Context: an optimization exercise on an open-source flow, tuned for a short achievable clock period and few clock cycles per item. The choices shown serve that exercise and are no tape-out recipe. No run shown here included a check of the RTL's function; only the layout flow was run. No run shown here takes its clock network from TritonCTS; it comes from the design's own scripts or RTL. The clock port is modelled as an ideal driver, which makes a skipped or thinned clock tree look cheaper than it is; a real chip needs a root buffer or a tree. Power figures rest on the tool's default switching activity, not on a simulated workload.

## flow/design.v

```verilog
package exe_pkg;
        localparam int XLEN       = 32;
        localparam int REG_ADDR_W = 5;
        localparam logic [6:0] OPC_OP     = 7'b0110011;
        localparam logic [6:0] OPC_OP_IMM = 7'b0010011;
        localparam logic [6:0] OPC_BRANCH = 7'b1100011;
        localparam logic [6:0] OPC_LUI    = 7'b0110111;
        localparam logic [6:0] OPC_AUIPC  = 7'b0010111;
        localparam logic [2:0] ALU_ADD_SUB = 3'b000;
        localparam logic [2:0] ALU_SLL     = 3'b001;
        localparam logic [2:0] ALU_SLT     = 3'b010;
        localparam logic [2:0] ALU_SLTU    = 3'b011;
        localparam logic [2:0] ALU_XOR     = 3'b100;
        localparam logic [2:0] ALU_SRL_SRA = 3'b101;
        localparam logic [2:0] ALU_OR      = 3'b110;
        localparam logic [2:0] ALU_AND     = 3'b111;
        localparam logic [2:0] BR_BEQ  = 3'b000;
        localparam logic [2:0] BR_BNE  = 3'b001;
        localparam logic [2:0] BR_BLT  = 3'b100;
        localparam logic [2:0] BR_BGE  = 3'b101;
        localparam logic [2:0] BR_BLTU = 3'b110;
        localparam logic [2:0] BR_BGEU = 3'b111;
        localparam int CHUNK  = 8;
        localparam int NCHUNK = 4;
        typedef struct packed {
                logic                    is_op;
                logic                    is_op_imm;
                logic                    is_br;
                logic                    is_lui;
                logic                    is_auipc;
                logic                    sub;      
                logic                    rev;      
        } pre_t;
        typedef struct packed {
                pre_t                    pre;
                logic [31:0]             instr;
                logic [XLEN-1:0]         pc;
                logic [XLEN-1:0]         rs1;
                logic [XLEN-1:0]         rs2;
        } raw_rec_t;
        typedef struct packed {
                logic                    is_alu;
                logic                    is_br;
                logic                    is_up;
                logic [2:0]              funct3;
                logic                    alt;      
                logic [REG_ADDR_W-1:0]   rd;
        } ctl_t;
        typedef struct packed {
                ctl_t                    ctl;
                logic [XLEN-1:0]         a;        
                logic                    a_c;      
                logic [XLEN-1:0]         p;        
                logic                    p_c;
                logic [XLEN-1:0]         x;        
                logic [XLEN-1:0]         yx;       
                logic [XLEN-1:0]         pa;       
                logic [XLEN-1:0]         pb;       
                logic [XLEN-1:0]         other;    
                logic                    fill;     
                logic [2:0]              sh_lo;    
                logic                    eq;
                logic                    lt;
                logic                    ltu;
        } ex_rec_t;
        typedef struct packed {
                logic [REG_ADDR_W-1:0]   rd;
                logic                    wr;
                logic [XLEN-1:0]         result;
                logic                    taken;
                logic [XLEN-1:0]         target;
        } out_rec_t;
endpackage
`timescale 1ns/100ps
module op_predecode (
        input  logic [31:0]         instr_i,
        output exe_pkg::pre_t       pre_o
);
        logic [6:0]                 opcode;
        logic [2:0]                 funct3;
        assign opcode = instr_i[6:0];
        assign funct3 = instr_i[14:12];
        always_comb begin
                pre_o.is_op     = (opcode == exe_pkg::OPC_OP);
                pre_o.is_op_imm = (opcode == exe_pkg::OPC_OP_IMM);
                pre_o.is_br     = (opcode == exe_pkg::OPC_BRANCH);
                pre_o.is_lui    = (opcode == exe_pkg::OPC_LUI);
                pre_o.is_auipc  = (opcode == exe_pkg::OPC_AUIPC);
                pre_o.sub       = pre_o.is_br | ((pre_o.is_op | pre_o.is_op_imm) &
                                  ((pre_o.is_op & instr_i[30] & (funct3 == exe_pkg::ALU_ADD_SUB)) |
                                   (funct3[2:1] == 2'b01)));
                pre_o.rev       = (pre_o.is_op | pre_o.is_op_imm) & (funct3 == exe_pkg::ALU_SLL);
        end
endmodule
module operand_decode (
        input  exe_pkg::raw_rec_t   raw_i,
        output exe_pkg::ex_rec_t    rec_o
);
        logic [6:0]                 opcode;
        logic [2:0]                 funct3;
        logic [exe_pkg::XLEN-1:0]   imm_i;
        logic [exe_pkg::XLEN-1:0]   imm_b;
        logic [exe_pkg::XLEN-1:0]   imm_u;
        logic [exe_pkg::XLEN-1:0]   y;
        logic [exe_pkg::XLEN-1:0]   x_rev;
        logic                       is_op;
        logic                       is_op_imm;
        logic                       is_br;
        logic                       is_auipc;
        logic                       sub;
        assign opcode = raw_i.instr[6:0];
        assign funct3 = raw_i.instr[14:12];
        assign imm_i = {{20{raw_i.instr[31]}}, raw_i.instr[31:20]};
        assign imm_b = {{20{raw_i.instr[31]}}, raw_i.instr[7], raw_i.instr[30:25],
                        raw_i.instr[11:8], 1'b0};
        assign imm_u = {raw_i.instr[31:12], 12'd0};
        assign is_op     = raw_i.pre.is_op;
        assign is_op_imm = raw_i.pre.is_op_imm;
        assign is_br     = raw_i.pre.is_br;
        assign is_auipc  = raw_i.pre.is_auipc;
        assign y   = is_op_imm ? imm_i : raw_i.rs2;
        assign sub = raw_i.pre.sub;
        always_comb begin
                for (int i = 0; i < 32; i++) begin
                        x_rev[i] = raw_i.rs1[31-i];
                end
        end
        always_comb begin
                rec_o.ctl.is_alu = is_op | is_op_imm;
                rec_o.ctl.is_br  = is_br;
                rec_o.ctl.is_up  = raw_i.pre.is_lui | is_auipc;
                rec_o.ctl.funct3 = funct3;
                rec_o.ctl.alt    = raw_i.instr[30] & (is_op |
                                   (is_op_imm & (funct3 == exe_pkg::ALU_SRL_SRA)));
                rec_o.ctl.rd     = raw_i.instr[11:7];
                rec_o.a          = '0;
                rec_o.a_c        = sub;
                rec_o.p          = '0;
                rec_o.p_c        = 1'b0;
                rec_o.x          = raw_i.pre.rev ? x_rev : raw_i.rs1;
                rec_o.yx         = y ^ {32{sub}};
                rec_o.pa         = (is_br | is_auipc) ? raw_i.pc : 32'd0;
                rec_o.pb         = is_br ? imm_b : imm_u;
                rec_o.other      = '0;
                rec_o.fill       = rec_o.ctl.alt & funct3[2] & raw_i.rs1[31];
                rec_o.sh_lo      = y[2:0];
                rec_o.eq         = 1'b0;
                rec_o.lt         = 1'b0;
                rec_o.ltu        = 1'b0;
        end
endmodule
`timescale 1ns/100ps
module pipe_slot #(
        parameter int W = 8
) (
        input  logic            clk,
        input  logic            reset_n,
        input  logic            prev_valid_i,    
        input  logic [W-1:0]    data_i,          
        input  logic            next_valid_i,    
        output logic            valid_o,
        output logic [W-1:0]    data_o
);
        always_ff @(posedge clk or negedge reset_n) begin
                if (!reset_n) begin
                        valid_o <= 1'b0;
                end else begin
                        valid_o <= valid_o ? next_valid_i : prev_valid_i;
                end
        end
        always_ff @(posedge clk) begin
                if (!valid_o) begin
                        data_o <= data_i;
                end
        end
endmodule
`timescale 1ns/100ps
module alu_chunk #(
        parameter int K = 0
) (
        input  exe_pkg::ex_rec_t    rec_i,
        output exe_pkg::ex_rec_t    rec_o
);
        localparam int LO = K * exe_pkg::CHUNK;
        localparam int HI = LO + exe_pkg::CHUNK - 1;
        logic [exe_pkg::CHUNK:0]    a_sum;
        logic [exe_pkg::CHUNK:0]    p_sum;
        logic [1:0]                 sh_hi;
        logic                       is_shift;
        logic [exe_pkg::XLEN-1:0]   sh1;
        logic signed [32:0]         sr_in;
        logic signed [32:0]         sr_out;
        assign a_sum = {1'b0, rec_i.x[HI:LO]} + {1'b0, rec_i.yx[HI:LO]}
                       + {{exe_pkg::CHUNK{1'b0}}, rec_i.a_c};
        assign p_sum = {1'b0, rec_i.pa[HI:LO]} + {1'b0, rec_i.pb[HI:LO]}
                       + {{exe_pkg::CHUNK{1'b0}}, rec_i.p_c};
        assign is_shift = (rec_i.ctl.funct3[1:0] == 2'b01);
        assign sh_hi    = rec_i.yx[4:3];           
        always_comb begin
                case (sh_hi)
                        2'd0:    sh1 = rec_i.x;
                        2'd1:    sh1 = {{8{rec_i.fill}}, rec_i.x[31:8]};
                        2'd2:    sh1 = {{16{rec_i.fill}}, rec_i.x[31:16]};
                        default: sh1 = {{24{rec_i.fill}}, rec_i.x[31:24]};
                endcase
        end
        assign sr_in  = {rec_i.fill, rec_i.other};
        assign sr_out = sr_in >>> rec_i.sh_lo;
        always_comb begin
                rec_o          = rec_i;
                rec_o.a[HI:LO] = a_sum[exe_pkg::CHUNK-1:0];
                rec_o.a_c      = a_sum[exe_pkg::CHUNK];
                rec_o.p[HI:LO] = p_sum[exe_pkg::CHUNK-1:0];
                rec_o.p_c      = p_sum[exe_pkg::CHUNK];
                if (K == 0) begin
                        if (is_shift) begin
                                rec_o.other = sh1;
                        end else begin
                                case (rec_i.ctl.funct3)
                                        exe_pkg::ALU_XOR: rec_o.other = rec_i.x ^ rec_i.yx;
                                        exe_pkg::ALU_OR:  rec_o.other = rec_i.x | rec_i.yx;
                                        default:          rec_o.other = rec_i.x & rec_i.yx;
                                endcase
                        end
                        rec_o.eq = &(rec_i.x ^ rec_i.yx);
                end
                if (K == 1) begin
                        rec_o.other = is_shift ? sr_out[31:0] : rec_i.other;
                end
                if (K == exe_pkg::NCHUNK - 1) begin
                        rec_o.ltu = ~a_sum[exe_pkg::CHUNK];
                        rec_o.lt  = (rec_i.x[31] == rec_i.yx[31]) ? rec_i.x[31]
                                                                  : a_sum[exe_pkg::CHUNK-1];
                end
        end
endmodule
module alu_select (
        input  exe_pkg::ex_rec_t    rec_i,
        output exe_pkg::out_rec_t   rec_o
);
        logic [exe_pkg::XLEN-1:0]   other_rev;
        logic [exe_pkg::XLEN-1:0]   alu_out;
        logic                       br_taken;
        always_comb begin
                for (int i = 0; i < 32; i++) begin
                        other_rev[i] = rec_i.other[31-i];
                end
        end
        always_comb begin
                case (rec_i.ctl.funct3)
                        exe_pkg::ALU_ADD_SUB: alu_out = rec_i.a;
                        exe_pkg::ALU_SLL:     alu_out = other_rev;
                        exe_pkg::ALU_SLT:     alu_out = {31'd0, rec_i.lt};
                        exe_pkg::ALU_SLTU:    alu_out = {31'd0, rec_i.ltu};
                        default:              alu_out = rec_i.other;
                endcase
        end
        always_comb begin
                case (rec_i.ctl.funct3)
                        exe_pkg::BR_BEQ:  br_taken = rec_i.eq;
                        exe_pkg::BR_BNE:  br_taken = ~rec_i.eq;
                        exe_pkg::BR_BLT:  br_taken = rec_i.lt;
                        exe_pkg::BR_BGE:  br_taken = ~rec_i.lt;
                        exe_pkg::BR_BLTU: br_taken = rec_i.ltu;
                        exe_pkg::BR_BGEU: br_taken = ~rec_i.ltu;
                        default:          br_taken = 1'b0;
                endcase
        end
        always_comb begin
                rec_o.wr     = rec_i.ctl.is_alu | rec_i.ctl.is_up;
                rec_o.rd     = (rec_i.ctl.is_alu | rec_i.ctl.is_up) ? rec_i.ctl.rd : '0;
                rec_o.result = rec_i.ctl.is_alu ? alu_out :
                               rec_i.ctl.is_up  ? rec_i.p : '0;
                rec_o.taken  = rec_i.ctl.is_br & br_taken;
                rec_o.target = rec_i.ctl.is_br ? rec_i.p : '0;
        end
endmodule
`timescale 1ns/100ps
module exe_top (
        input  logic                                clk,
        input  logic                                reset_n,
        input  logic                                in_req_i,
        output logic                                in_ack_o,
        input  logic [31:0]                         instr_i,
        input  logic [exe_pkg::XLEN-1:0]            pc_i,
        input  logic [exe_pkg::XLEN-1:0]            rs1_i,
        input  logic [exe_pkg::XLEN-1:0]            rs2_i,
        output logic                                res_req_o,
        input  logic                                res_ack_i,
        output logic [exe_pkg::REG_ADDR_W-1:0]      rd_addr_o,
        output logic                                write_rd_o,
        output logic [exe_pkg::XLEN-1:0]            result_o,
        output logic                                branch_taken_o,
        output logic [exe_pkg::XLEN-1:0]            branch_target_o
);
        localparam int NST = exe_pkg::NCHUNK + 1;    
        logic                   v0;
        logic [NST:1]           v;               
        logic                   ack_n;           
        logic                   req_n;           
        logic                   ack_d;
        logic                   req_d;
        logic                   done;            
        logic [1:0]             q_v;             
        logic                   q_wp;
        logic                   q_rp;
        logic                   q_full;          
        exe_pkg::raw_rec_t      raw_in;
        exe_pkg::raw_rec_t      s0;
        exe_pkg::ex_rec_t       dec_d;           
        exe_pkg::out_rec_t      out_d, out_q;
        exe_pkg::out_rec_t      q_mem0, q_mem1;
        localparam int EX_W = $bits(dec_d);
        logic [NST:1][EX_W-1:0] st_d;            
        logic [NST:1][EX_W-1:0] st_q;            
        assign ack_d = in_req_i & (~ack_n | ~v0);
        always_ff @(posedge clk or negedge reset_n) begin
                if (!reset_n) begin
                        in_ack_o <= 1'b0;
                        ack_n    <= 1'b1;
                        v0       <= 1'b0;
                end else begin
                        in_ack_o <= ack_d;
                        ack_n    <= ~ack_d;
                        v0       <= v0 ? v[1] : (in_req_i & ack_n);
                end
        end
        op_predecode u_predecode (
                .instr_i (instr_i),
                .pre_o   (raw_in.pre)
        );
        assign raw_in.instr = instr_i;
        assign raw_in.pc    = pc_i;
        assign raw_in.rs1   = rs1_i;
        assign raw_in.rs2   = rs2_i;
        always_ff @(posedge clk) begin
                if (!v0) begin
                        s0 <= raw_in;
                end
        end
        operand_decode u_decode (
                .raw_i (s0),
                .rec_o (dec_d)
        );
        assign st_d[1] = dec_d;
        for (genvar k = 0; k < exe_pkg::NCHUNK; k++) begin : g_chunk
                alu_chunk #(.K(k)) u_chunk (
                        .rec_i (st_q[k+1]),
                        .rec_o (st_d[k+2])
                );
        end
        for (genvar k = 1; k <= NST; k++) begin : g_stage
                pipe_slot #(.W(EX_W)) u_s (
                        .clk          (clk),
                        .reset_n      (reset_n),
                        .prev_valid_i ((k == 1) ? v0 : v[k-1]),
                        .data_i       (st_d[k]),
                        .next_valid_i ((k == NST) ? q_full : v[k+1]),
                        .valid_o      (v[k]),
                        .data_o       (st_q[k])
                );
        end
        alu_select u_sel (
                .rec_i (st_q[NST]),
                .rec_o (out_d)
        );
        assign q_full = q_v[q_wp];
        assign done   = ~req_n & res_ack_i;
        assign req_d  = ~res_ack_i & (~req_n | q_v[q_rp]);
        always_ff @(posedge clk or negedge reset_n) begin
                if (!reset_n) begin
                        q_v       <= 2'b00;
                        q_wp      <= 1'b0;
                        q_rp      <= 1'b0;
                        res_req_o <= 1'b0;
                        req_n     <= 1'b1;
                end else begin
                        if (v[NST] && !q_v[0] && !q_wp) begin
                                q_v[0] <= 1'b1;
                        end else if (done && !q_rp) begin
                                q_v[0] <= 1'b0;
                        end
                        if (v[NST] && !q_v[1] && q_wp) begin
                                q_v[1] <= 1'b1;
                        end else if (done && q_rp) begin
                                q_v[1] <= 1'b0;
                        end
                        if (v[NST] && !q_v[q_wp]) begin
                                q_wp <= ~q_wp;
                        end
                        if (done) begin
                                q_rp <= ~q_rp;
                        end
                        res_req_o <= req_d;
                        req_n     <= ~req_d;
                end
        end
        always_ff @(posedge clk) begin
                if (!q_v[0] && !q_wp) begin
                        q_mem0 <= out_d;
                end
                if (!q_v[1] && q_wp) begin
                        q_mem1 <= out_d;
                end
        end
        always_ff @(posedge clk) begin
                out_q <= q_rp ? q_mem1 : q_mem0;
        end
        assign rd_addr_o       = out_q.rd;
        assign write_rd_o      = out_q.wr;
        assign result_o        = out_q.result;
        assign branch_taken_o  = out_q.taken;
        assign branch_target_o = out_q.target;
endmodule
```

## flow/flow/ctree.tcl

```tcl
# Two-level balanced clock tree: the clock port feeds NROOT root buffers, each
# root feeds a group of leaf buffers, each leaf feeds a compact group of
# about LEAF_SINKS flip-flop clock pins. Groups are cut from the sinks
# sorted into vertical strips, then along each strip, so they hold equal counts.

proc ctree_center {it} {
  set b [[$it getInst] getBBox]
  return [list [expr {([$b xMin] + [$b xMax]) / 2}] [expr {([$b yMin] + [$b yMax]) / 2}]]
}

# split items (each {x y payload}) into n groups of nearly equal size, compact
proc ctree_split {items n} {
  set cnt [llength $items]
  if {$n <= 1} { return [list $items] }
  set ns [expr {max(1, int(round(sqrt($n))))}]
  set per_strip [expr {int(ceil(double($n) / $ns))}]
  set ns [expr {int(ceil(double($n) / $per_strip))}]
  set byx [lsort -integer -index 0 $items]
  set groups {}
  set done 0
  set gdone 0
  for {set s 0} {$s < $ns} {incr s} {
    set gin [expr {min($per_strip, $n - $gdone)}]
    set take [expr {int(round(double($cnt) * ($gdone + $gin) / $n)) - $done}]
    set strip [lrange $byx $done [expr {$done + $take - 1}]]
    set strip [lsort -integer -index 1 $strip]
    set sd 0
    for {set g 0} {$g < $gin} {incr g} {
      set t [expr {int(round(double($take) * ($g + 1) / $gin)) - $sd}]
      lappend groups [lrange $strip $sd [expr {$sd + $t - 1}]]
      incr sd $t
    }
    incr done $take
    incr gdone $gin
  }
  return $groups
}

proc ctree_centroid {items} {
  set sx 0; set sy 0
  foreach i $items { set sx [expr {$sx + [lindex $i 0]}]; set sy [expr {$sy + [lindex $i 1]}] }
  set n [llength $items]
  return [list [expr {$sx / $n}] [expr {$sy / $n}]]
}

proc ctree_build {clk_name buf_name nroot leaf_sinks} {
  set db [ord::get_db]
  set block [ord::get_db_block]
  set master [$db findMaster $buf_name]
  set clk [$block findNet $clk_name]
  set sinks {}
  foreach it [$clk getITerms] {
    set c [ctree_center $it]
    lappend sinks [list [lindex $c 0] [lindex $c 1] $it]
  }
  set nleaf [expr {max($nroot, int(round(double([llength $sinks]) / $leaf_sinks)))}]
  # leaves per root as equal as possible: cut sinks into nroot regions first
  set regions [ctree_split $sinks $nroot]
  set li 0
  set ri 0
  foreach region $regions {
    set nl [expr {max(1, int(round(double([llength $region]) * $nleaf / [llength $sinks])))}]
    set leaves [ctree_split $region $nl]
    set leaf_pts {}
    foreach grp $leaves {
      lappend leaf_pts [concat [ctree_centroid $grp] [list $grp]]
    }
    set rc [ctree_centroid $leaf_pts]
    set root [odb::dbInst_create $block $master "clkroot_$ri"]
    $root setLocation [expr {int([lindex $rc 0])}] [expr {int([lindex $rc 1])}]
    $root setPlacementStatus PLACED
    set rnet [odb::dbNet_create $block "clknet_root_$ri"]
    $rnet setSigType CLOCK
    [$root findITerm A] connect $clk
    [$root findITerm X] connect $rnet
    foreach lp $leaf_pts {
      set leaf [odb::dbInst_create $block $master "clkleaf_$li"]
      $leaf setLocation [expr {int([lindex $lp 0])}] [expr {int([lindex $lp 1])}]
      $leaf setPlacementStatus PLACED
      set lnet [odb::dbNet_create $block "clknet_leaf_$li"]
      $lnet setSigType CLOCK
      [$leaf findITerm A] connect $rnet
      [$leaf findITerm X] connect $lnet
      foreach s [lindex $lp 2] {
        set it [lindex $s 2]
        $it disconnect
        $it connect $lnet
      }
      incr li
    }
    incr ri
  }
  puts "ctree: [llength $sinks] sinks, $ri roots, $li leaves"
}
```

## flow/standard.sh

```bash
#!/bin/bash
# synth_recipe.tcl (not shown) runs the flow's synth.tcl, then flattens the netlist and writes it again
# the make line also repeats each setting of config.mk as NAME=value (left out here)
make -C /OpenROAD-flow-scripts/flow DESIGN_CONFIG=/design/flow/config.mk WORK_HOME=/design/flow/orfs CLKGATE_MAP_FILE= SYNTH_SCRIPT=/design/flow/synth_recipe.tcl "${@:-finish}"
```

## flow/constraint.sdc

```tcl
create_clock -name core_clock -period 7.0 [get_ports {clk}]
set_input_delay 1.4000 -clock core_clock [delete_from_list [all_inputs] [get_ports {clk}]]
set_output_delay 1.4000 -clock core_clock [all_outputs]
set_load 0.01 [all_outputs]
```

## flow/config.mk

```make
export PLATFORM = sky130hd
export DESIGN_NAME = exe_top
export DESIGN_NICKNAME = exe_top
export VERILOG_FILES = /design/flow/design.v
export SDC_FILE = /design/flow/constraint.sdc
export NUM_CORES = 4
export LEC_CHECK = 0
export ABC_CLOCK_PERIOD_IN_PS = 1500
export CAP_MARGIN = 20
export CORE_MARGIN = 2
export CORE_UTILIZATION = 40
export SETUP_SLACK_MARGIN = 4.7
export SLEW_MARGIN = 20
export TNS_END_PERCENT = 100
```

## flow/flow/run.sh

```bash
#!/bin/bash
# The standard layout (standard.sh: ORFS synthesis to final), except
# that the clock tree comes from flow/ctree.tcl, hooked into ORFS's CTS
# step through PRE_CTS_TCL: the clock port feeds four root buffers, each
# root feeds a group of leaf buffers, each leaf about 22 flip-flops.
# standard.sh's own output goes to standard.log in this folder.
set -euo pipefail
here=$(pwd)
export PRE_CTS_TCL="$here/flow/pre_cts.tcl"
bash standard.sh > "$here/standard.log" 2>&1
```

## flow/flow/pre_cts.tcl

```tcl
# Sourced by ORFS's cts.tcl (PRE_CTS_TCL) right after it loads the placed
# design. Builds a two-level balanced clock tree (flow/ctree.tcl) and
# turns the clock_tree_synthesis call that follows into setting the
# clock as propagated, so the rest of cts.tcl (legalisation, timing
# repair) runs as usual on this tree.

source [file join [file dirname [info script]] ctree.tcl]

set_dont_use $::env(DONT_USE_CELLS)
ctree_build clk sky130_fd_sc_hd__clkbuf_16 4 22

proc clock_tree_synthesis { args } {
  puts "clock tree built by flow/ctree.tcl; clock_tree_synthesis $args not run"
  set_propagated_clock [all_clocks]
}
```

==> impl_results.md, run 1 <==
* Post-DR wirelength/cell at 22.2 µm
* CP cell instances: buf_6
* Async SR Flop Fraction at 0.0135
* Max-slew violations at 0
* Slowest CP cell: dfrtp_1
* Lkg Pwr at 16.8 nW
* Syn Std Cell Area at 40600 µm²
* Post-synth top area cell: edfxtp_1
* Max stage delay on crit path at 0.40 ns
* Nets at 2925
* Die height at 322 µm
* Area Growth Syn to Fin at 12.4%
* Syn nets at 2725
* Register bit total from synthesis at 1038
* Crit-path max FO at 1
* Fin util at 0.455
* Uppermost layer routed: met5
* Starting DRT DRC Count at 1672
* Endpoints failing setup at 0
* Final WL at 89200 µm
* Layout filler cell count at 8596
* CP top delay family: flip-flops
* Main synth FF type: edfxtp_1
* Min-delay worst type: reg -> reg
* Worst-skew pair later-pin latency at 0.47 ns
* Routed length on met1 at 40500 µm
* GRT Util Overall at 0.168
* First-pass GRT wire length at 132000 µm
* Post-Syn Instances at 2466
* Largest cells by area after synthesis: edfxtp_1 (71%), dfxtp_1 (3.5%), ha_1 (3.5%)
* Port bufs at 204
* Critical path type: reg -> out
* IO Pins at 205
* Post-synth top area share at 0.705
* EDFF count, synth at 953
* First-pass DRT Iterations at 5
* Metal3 WL at 3530 µm
* Number of cell rows at 116
* Clock period minus worst slack at 2.35 ns
* Worst ir drop on vdd at 0.293 mV
* Via count at 20193
* CP Launch Type: flip-flop
* Register area share after synthesis at 0.749
* Share of post-route cells with drive strength above 1 at 0.137
* Core area at 100000 µm²
* Critical Path Sink Type: primary output
* Worst setup margin at 4.65 ns
* Worst clock skew at 0.0591 ns
* Buf/Inv on CP at 1
* Maximum Capacitance Violations at 0
* DRT antenna net count at 0
* Setup TNS at 0 ns
* PwrDens at 522 nW/µm²
* Period utilization at 0.336
* Routed met2 length at 42300 µm
* Dpl hpwl at 62300 µm
* Clock slew at reported path FFs at 0.09 ns
* Die X at 322 µm
* Vias in the first global route at 20772
* Grt ovf at 0
* Status: no timing/DRC/antenna violations
* Die area at 104000 µm²
* Initial antenna violation count at 4
* RSZ-0062 raised after global routing: true
* Worst Tran Pin Value at 1.08 ns
* Relative slew slack at 0.280
* # DRC at 0
* Gpl congestion at 0.870
* Worst path arrival time at 0.95 ns
* Drt via density at 5.02
* Design Power at 23.8 mW
* Largest net degree at the start of global routing at 148
* CP required at 5.60 ns
* FMAX at 0.425 GHz
* Starting Density at 0.405
* Syn Area/Cell at 16.5 µm²
* Post-synth cell types at 58
* Yosys warning total at 9
* Count of final hold-check violations at 0
* Dpl ws at 3.93 ns
==> cell usage after synthesis, drive strengths merged, types with 13 or more instances <==
cell type    n
nand2      152
nor2        44
ha         112
a22o        32
o21ai      148
mux2i      123
mux2       111
a211oi      13
clkbuf      56
a21oi       69
a221oi      26
buf         41
edfxtp     953
nor3        17
and2        49
fa          15
nor2b       60
o22ai       15
xor2        22
inv        141
dfxtp       71
xnor2       57
==> report_power, final <==
part           switching [mW]  internal, mW  leakage, nW
combinational            4.83          3.12         5.68
sequential               1.66          11.1         10.5
clock                    1.75          1.32        0.641
total                    8.25          15.5         16.8
==> kinds of logic after synthesis <==
| logic type | after synthesis | share of synthesized area |
|---|---|---|
| fa+ha+maj | 127 | 0.0419 |
| simple gates | 372 | 0.0446 |
| mux | 239 | 0.0639 |
| compound gates | 373 | 0.0584 |
| flops | 1038 | 0.749 |
| buf+inv | 238 | 0.0249 |
| xor+xnor | 79 | 0.0171 |
==> metrics by stage <==
step                instances  hold slack (ns)  cell area [µm²]
floorplan                2466            0.400            40600
global placement         3954            0.401            44100
detailed placement       3954            0.405            44100
CTS                      4013            0.412            45300
global route             4021            0.418            45600
finish                   4023            0.404            45600
==> routing by layer <==
layer	up-vias	track usage
met5	-	0
met4	2	0.0444
met3	123	0.0136
met2	536	0.278
met1	10008	0.240
li1	9524	-
==> layout by cell type, fill, tap and decap left out, types with 39 or more instances in the layout <==
cell type and count:
nand2_1 151, nor2_1 39, dfxtp_1 40, nor2b_1 57
buf_2 42, clkdlybuf4s50_1 131, edfxtp_1 953, and2_1 48
inv_1 131, a21oi_1 63, ha_1 111, o21ai_0 143
mux2_2 111, xnor2_1 56, clkbuf_16 53, mux2i_1 123
==> path summary, 6_finish.rpt <==
path	from	endpoint	slack [ns]	cells past startpoint
max	res_req_o	res_req_o	4.65	1
min	g_stage[2].u_s.data_o[99]	g_stage[3].u_s.data_o[99]	0.40	0
max reg2reg	g_stage[4].u_s.valid_o	g_stage[4].u_s.data_o[187]	4.69	1
min reg2reg	g_stage[2].u_s.data_o[99]	g_stage[3].u_s.data_o[99]	0.40	0
max in group asynchronous	reset_n	q_rp	5.11	1
min in group asynchronous	reset_n	in_ack_o	1.38	1
==> layout make-up <==
class                   instances  area, µm²  share of cell area
repair buffers                240       2240              0.0491
flip-flops and latches       1038      30400               0.668
well taps                    1357       1700              0.0372
multi-input cells            1190       9330               0.205
diodes                          2       5.00            0.000110
inverters                     141        558              0.0122
plain buffers                  52       1300              0.0285
repair inverters                3       15.0            0.000329
==> sequential cells by signal, indices dropped and copies added, names as in the netlist <==
signal,flops
q_wp,1
in_ack_o,1
res_req_o,1
ack_n,1
s0,128
req_n,1
q_mem1,71
q_mem0,71
v0,1
g_stage.u_s.data_o,683
out_q,71
q_rp,1
g_stage.u_s.valid_o,5
q_v,2
==> what timing repair did <==
| action | 4_1_cts | 5_1_grt |
|---|---|---|
| gates cloned | 1 | 3 |
| pin swaps | 2 | 6 |
| hold buffers | 0 | 0 |
| resized for setup | 337 | 65 |
| endpoints found under the setup margin | 302 | 248 |
| buffers inserted | 6 | 5 |
==> run 2, diff against run 1 <==
--- a/flow/flow/run.sh
+++ b/flow/flow/run.sh
@@ -4,4 +4,6 @@
 # step through PRE_CTS_TCL: the clock port feeds four root buffers, each
 # root feeds a group of leaf buffers, each leaf about 22 flip-flops.
+# Before that, flow/pull.tcl moves each register that drives an output
+# port next to the port's buffer.
 # standard.sh's own output goes to standard.log in this folder.
 set -euo pipefail
--- a/flow/flow/pre_cts.tcl
+++ b/flow/flow/pre_cts.tcl
@@ -1,4 +1,6 @@
 # Sourced by ORFS's cts.tcl (PRE_CTS_TCL) right after it loads the placed
-# design. Builds a two-level balanced clock tree (flow/ctree.tcl) and
+# design. Moves the registers that drive output ports next to their port
+# buffers (flow/pull.tcl), builds a two-level balanced clock tree
+# (flow/ctree.tcl) and
 # turns the clock_tree_synthesis call that follows into setting the
 # clock as propagated, so the rest of cts.tcl (legalisation, timing
@@ -6,6 +8,8 @@
 
 source [file join [file dirname [info script]] ctree.tcl]
+source [file join [file dirname [info script]] pull.tcl]
 
 set_dont_use $::env(DONT_USE_CELLS)
+pull_output_flops
 ctree_build clk sky130_fd_sc_hd__clkbuf_16 4 22
 
==> flow/flow/pull.tcl (new file) <==
# Moves each flip-flop that drives an output port's buffer onto that
# buffer, so the register-to-port wire is short; the detailed placement
# that follows in cts.tcl makes the placement legal again.

proc pull_output_flops {} {
  set block [ord::get_db_block]
  set moved 0
  foreach bt [$block getBTerms] {
    if {[$bt getIoType] ne "OUTPUT"} continue
    set net [$bt getNet]
    if {$net eq "NULL"} continue
    set buf ""
    foreach it [$net getITerms] { if {[$it isOutputSignal]} { set buf [$it getInst] } }
    if {$buf eq ""} continue
    set drv ""
    foreach it [$buf getITerms] {
      if {[$it isInputSignal] && [$it getNet] ne "NULL"} {
        foreach jt [[$it getNet] getITerms] { if {[$jt isOutputSignal]} { set drv [$jt getInst] } }
      }
    }
    if {$drv eq "" || ![string match "sky130_fd_sc_hd__df*" [[$drv getMaster] getName]]} continue
    set loc [$buf getLocation]
    $drv setLocation [lindex $loc 0] [lindex $loc 1]
    incr moved
  }
  puts "pull_output_flops: moved $moved flip-flops to their output buffers"
}
==> run 2 against run 1 <==
Against the previous run: still clean; synthesized cell count stayed put; synthesized area stayed put; combinational power is 1% higher; clock skew is 0.0042 ns higher; maximum frequency is 0.69% higher; final cell count hardly changed; sequential power hardly changed; die area stayed put; final area is 0.18% higher; highest routed layer unchanged.
==> impl_results.md, run 2 <==
* DRT antenna net count at 0
* Vias in the first global route at 20827
* CTS Hold Bufs at 0
* Drt via density at 5.04
* Worst ir drop on vdd at 0.291 mV
* Initial antenna violation count at 5
* Post-synth cell types at 58
* Dpl hpwl at 62300 µm
* WHS at 0.407 ns
* Nets at 2926
* Relative slew slack at 0.286
* EDFF count, synth at 953
* Endpoints failing setup at 0
* Fin util at 0.455
* Starting DRT DRC Count at 1684
* Buf/Inv on CP at 1
* Clock power share at 0.129
* Comb pwr share at 0.337
* Via count at 20260
* Uppermost layer routed: met5
* IO Pins at 205
* Die area at 104000 µm²
* Largest register FFs at 683
* Port bufs at 204
* Final WL at 90300 µm
* Layout filler cell count at 8583
* Worst Tran Pin Value at 1.07 ns
* Period utilization at 0.334
* Leading cell type in the layout, fill and taps excluded: edfxtp_1
* Grt ovf at 0
* Largest Register: g_stage.u_s.data_o
* Post-synth top area cell: edfxtp_1
* Storage cell area at 30400 µm²
* Count of final hold-check violations at 0
* Worst setup margin at 4.66 ns
* N_diodes at 0
* Crit-path max FO at 1
* Status: no timing/DRC/antenna violations
* Largest cells by area after synthesis: edfxtp_1 (71%), dfxtp_1 (3.5%), ha_1 (3.5%)
* Post-DR wirelength/cell at 22.5 µm
* Clock slew at reported path FFs at 0.10 ns
* Lkg Pwr at 16.8 nW
* Worst path arrival time at 0.94 ns
* Syn Area/Cell at 16.5 µm²
* Seq pwr share at 0.534
* Most common cell in the netlist: edfxtp_1
* Critical Path Sink Type: primary output
* Critical path type: reg -> out
* Post-Syn Instances at 2466
* Maximum Capacitance Violations at 0
* Area Growth Syn to Fin at 12.6%
* Clock period minus worst slack at 2.34 ns
* Max stage delay on crit path at 0.37 ns
* Post-synth top area share at 0.705
* Die X at 322 µm
* Register area share after synthesis at 0.749
* Register bit total from synthesis at 1038
* Syn Std Cell Area at 40600 µm²
* Main synth FF type: edfxtp_1
* Core area at 100000 µm²
* Number of cell rows at 116
* GRT Util Overall at 0.171
* Dpl ws at 3.93 ns
* NetSw at 8.29 mW
* CP top delay family: flip-flops
* Yosys warning total at 9
* Metal3 WL at 3510 µm
* CP Launch Type: flip-flop
* Synth top cells by count: edfxtp_1 (953), nand2_1 (152), o21ai_0 (145)
* Pint at 15.6 mW
* # DRC at 0
* Min-delay worst type: reg -> reg
* Final Cell Area at 45700 µm²
* Worst-skew pair later-pin latency at 0.47 ns
* Setup TNS at 0 ns
* Routed length on met1 at 41100 µm
* Share of post-route cells with drive strength above 1 at 0.141
* CP required at 5.60 ns
* Async SR Flop Fraction at 0.0135
* Multi-input logic area at 9330 µm²
* Largest net degree at the start of global routing at 148
* Most frequent cells in the layout: edfxtp_1 (953), nand2_1 (151), o21ai_0 (143)
* Top Registers: g_stage.u_s.data_o (683), s0 (128)
* Worst clock skew at 0.0633 ns
* Gpl congestion at 0.870
* FMAX at 0.428 GHz
* Routed met2 length at 43100 µm
* PwrDens at 523 nW/µm²
* Placed Area at 44100 µm²
* CP cell instances: buf_2
* Max-slew violations at 0
* RSZ-0062 raised after global routing: true
* Starting Density at 0.405
* Sw Ratio at 0.347
* Syn nets at 2725
* First-pass GRT wire length at 134000 µm
* Die height at 322 µm
* Slowest CP cell: dfrtp_1
* First-pass DRT Iterations at 5
run 2: cell counts after synthesis:
Identical to the previous run, type by type.
run 2: timing repair:
item / in CTS / in global routing
setup buffers: 6 / 6
pin swaps: 2 / 6
cloned: 1 / 3
gates resized for setup: 342 / 80
endpoints found under the setup margin: 302 / 252
run 2: cell families (layout without fill, tap and decap cells):
family / Yosys count / in the layout / synth area share
XOR/XNOR: 79 / 79 / 0.0171
AND/OR/NAND/NOR: 372 / 372 / 0.0446
flip-flops: 1038 / 1038 / 0.749
AO/OA/AOI/OAI: 373 / 373 / 0.0584
buffers and inverters: 238 / 437 / 0.0249
adder cells (fa/ha/maj): 127 / 127 / 0.0419
multiplexers: 239 / 239 / 0.0639
run 2: path summary, 6_finish.rpt:
kind,startpoint,endpoint,slack (ns),depth (start not counted)
setup / recovery,in_ack_o,in_ack_o,4.66,1
hold / removal,g_stage[4].u_s.data_o[203],g_stage[5].u_s.data_o[203],0.41,0
setup reg to reg,g_stage[4].u_s.valid_o,g_stage[4].u_s.data_o[95],4.71,1
hold reg to reg,g_stage[4].u_s.data_o[203],g_stage[5].u_s.data_o[203],0.41,0
max in group asynchronous,reset_n,q_rp,5.01,1
min in group asynchronous,reset_n,in_ack_o,1.41,1
run 2: layout make-up:
| type | count | area share |
|---|---|---|
| Sequential cell | 1038 | 0.667 |
| Multi-Input combinational cell | 1190 | 0.204 |
| Timing Repair Buffer | 241 | 0.0507 |
| Tap cell | 1357 | 0.0372 |
| Buffer | 52 | 0.0285 |
| Inverter | 141 | 0.0122 |
| Timing Repair inverter | 3 | 0.000329 |
run 2: power groups by stage:
stage	registers (mW)	clock network (mW)	logic, mW
CTS	12.8	3.18	7.90
detailed placement	12.9	0	7.84
finish	12.8	3.08	8.04
global placement	12.9	0	7.73
floorplan	12.1	0	5.21
global route	13.1	3.39	8.90
run 2: metal layers:
metal | global-route usage | vias to the layer above
li1 | - | 9536
met1 | 0.245 | 10108
met2 | 0.283 | 505
met3 | 0.0134 | 109
met4 | 0.0409 | 2
met5 | 0 | -
run 2: per-stage QoR:
stage / power (mW) / std cells
6_report: 23.9 / 4022
5_1_grt: 25.4 / 4022
4_1_cts: 23.9 / 4013
3_5_place_dp: 20.8 / 3954
3_3_place_gp: 20.6 / 3954
2_1_floorplan: 17.3 / 2466

-- afterwards: timing with drivers on the ports --
How much do the figures lean on ideal ports? The routed layouts below were timed once more, with nothing changed but the port constraints.
Step 1 assumes that a clkbuf_16 drives the clock port and a buf_2 every other input.
Step 2, shift: input delay + t, output delay - t, t = (earliest + latest rising clock arrival at the registers) / 2. This alone moves slack from input paths to output paths.
Three values: ideal, step 1, step 2; two values: the first two.
run | t (ns) | setup slack, ns | slew at the worst register clock pin (ns) | worst data-port slew with drivers (ns) | cell pins on the clock port's net
run 1 | 0.584 | 4.646 / 4.504 / 4.271 | 0.11 / 0.11 | 0.08 | 4
run 2 | 0.580 | 4.662 / 4.523 / 4.272 | 0.11 / 0.11 | 0.08 | 4
After both steps every run listed still meets setup and hold. For run 2, which loses most, drivers alone change the setup slack by -0.139 ns; drivers and shift together by -0.390 ns.
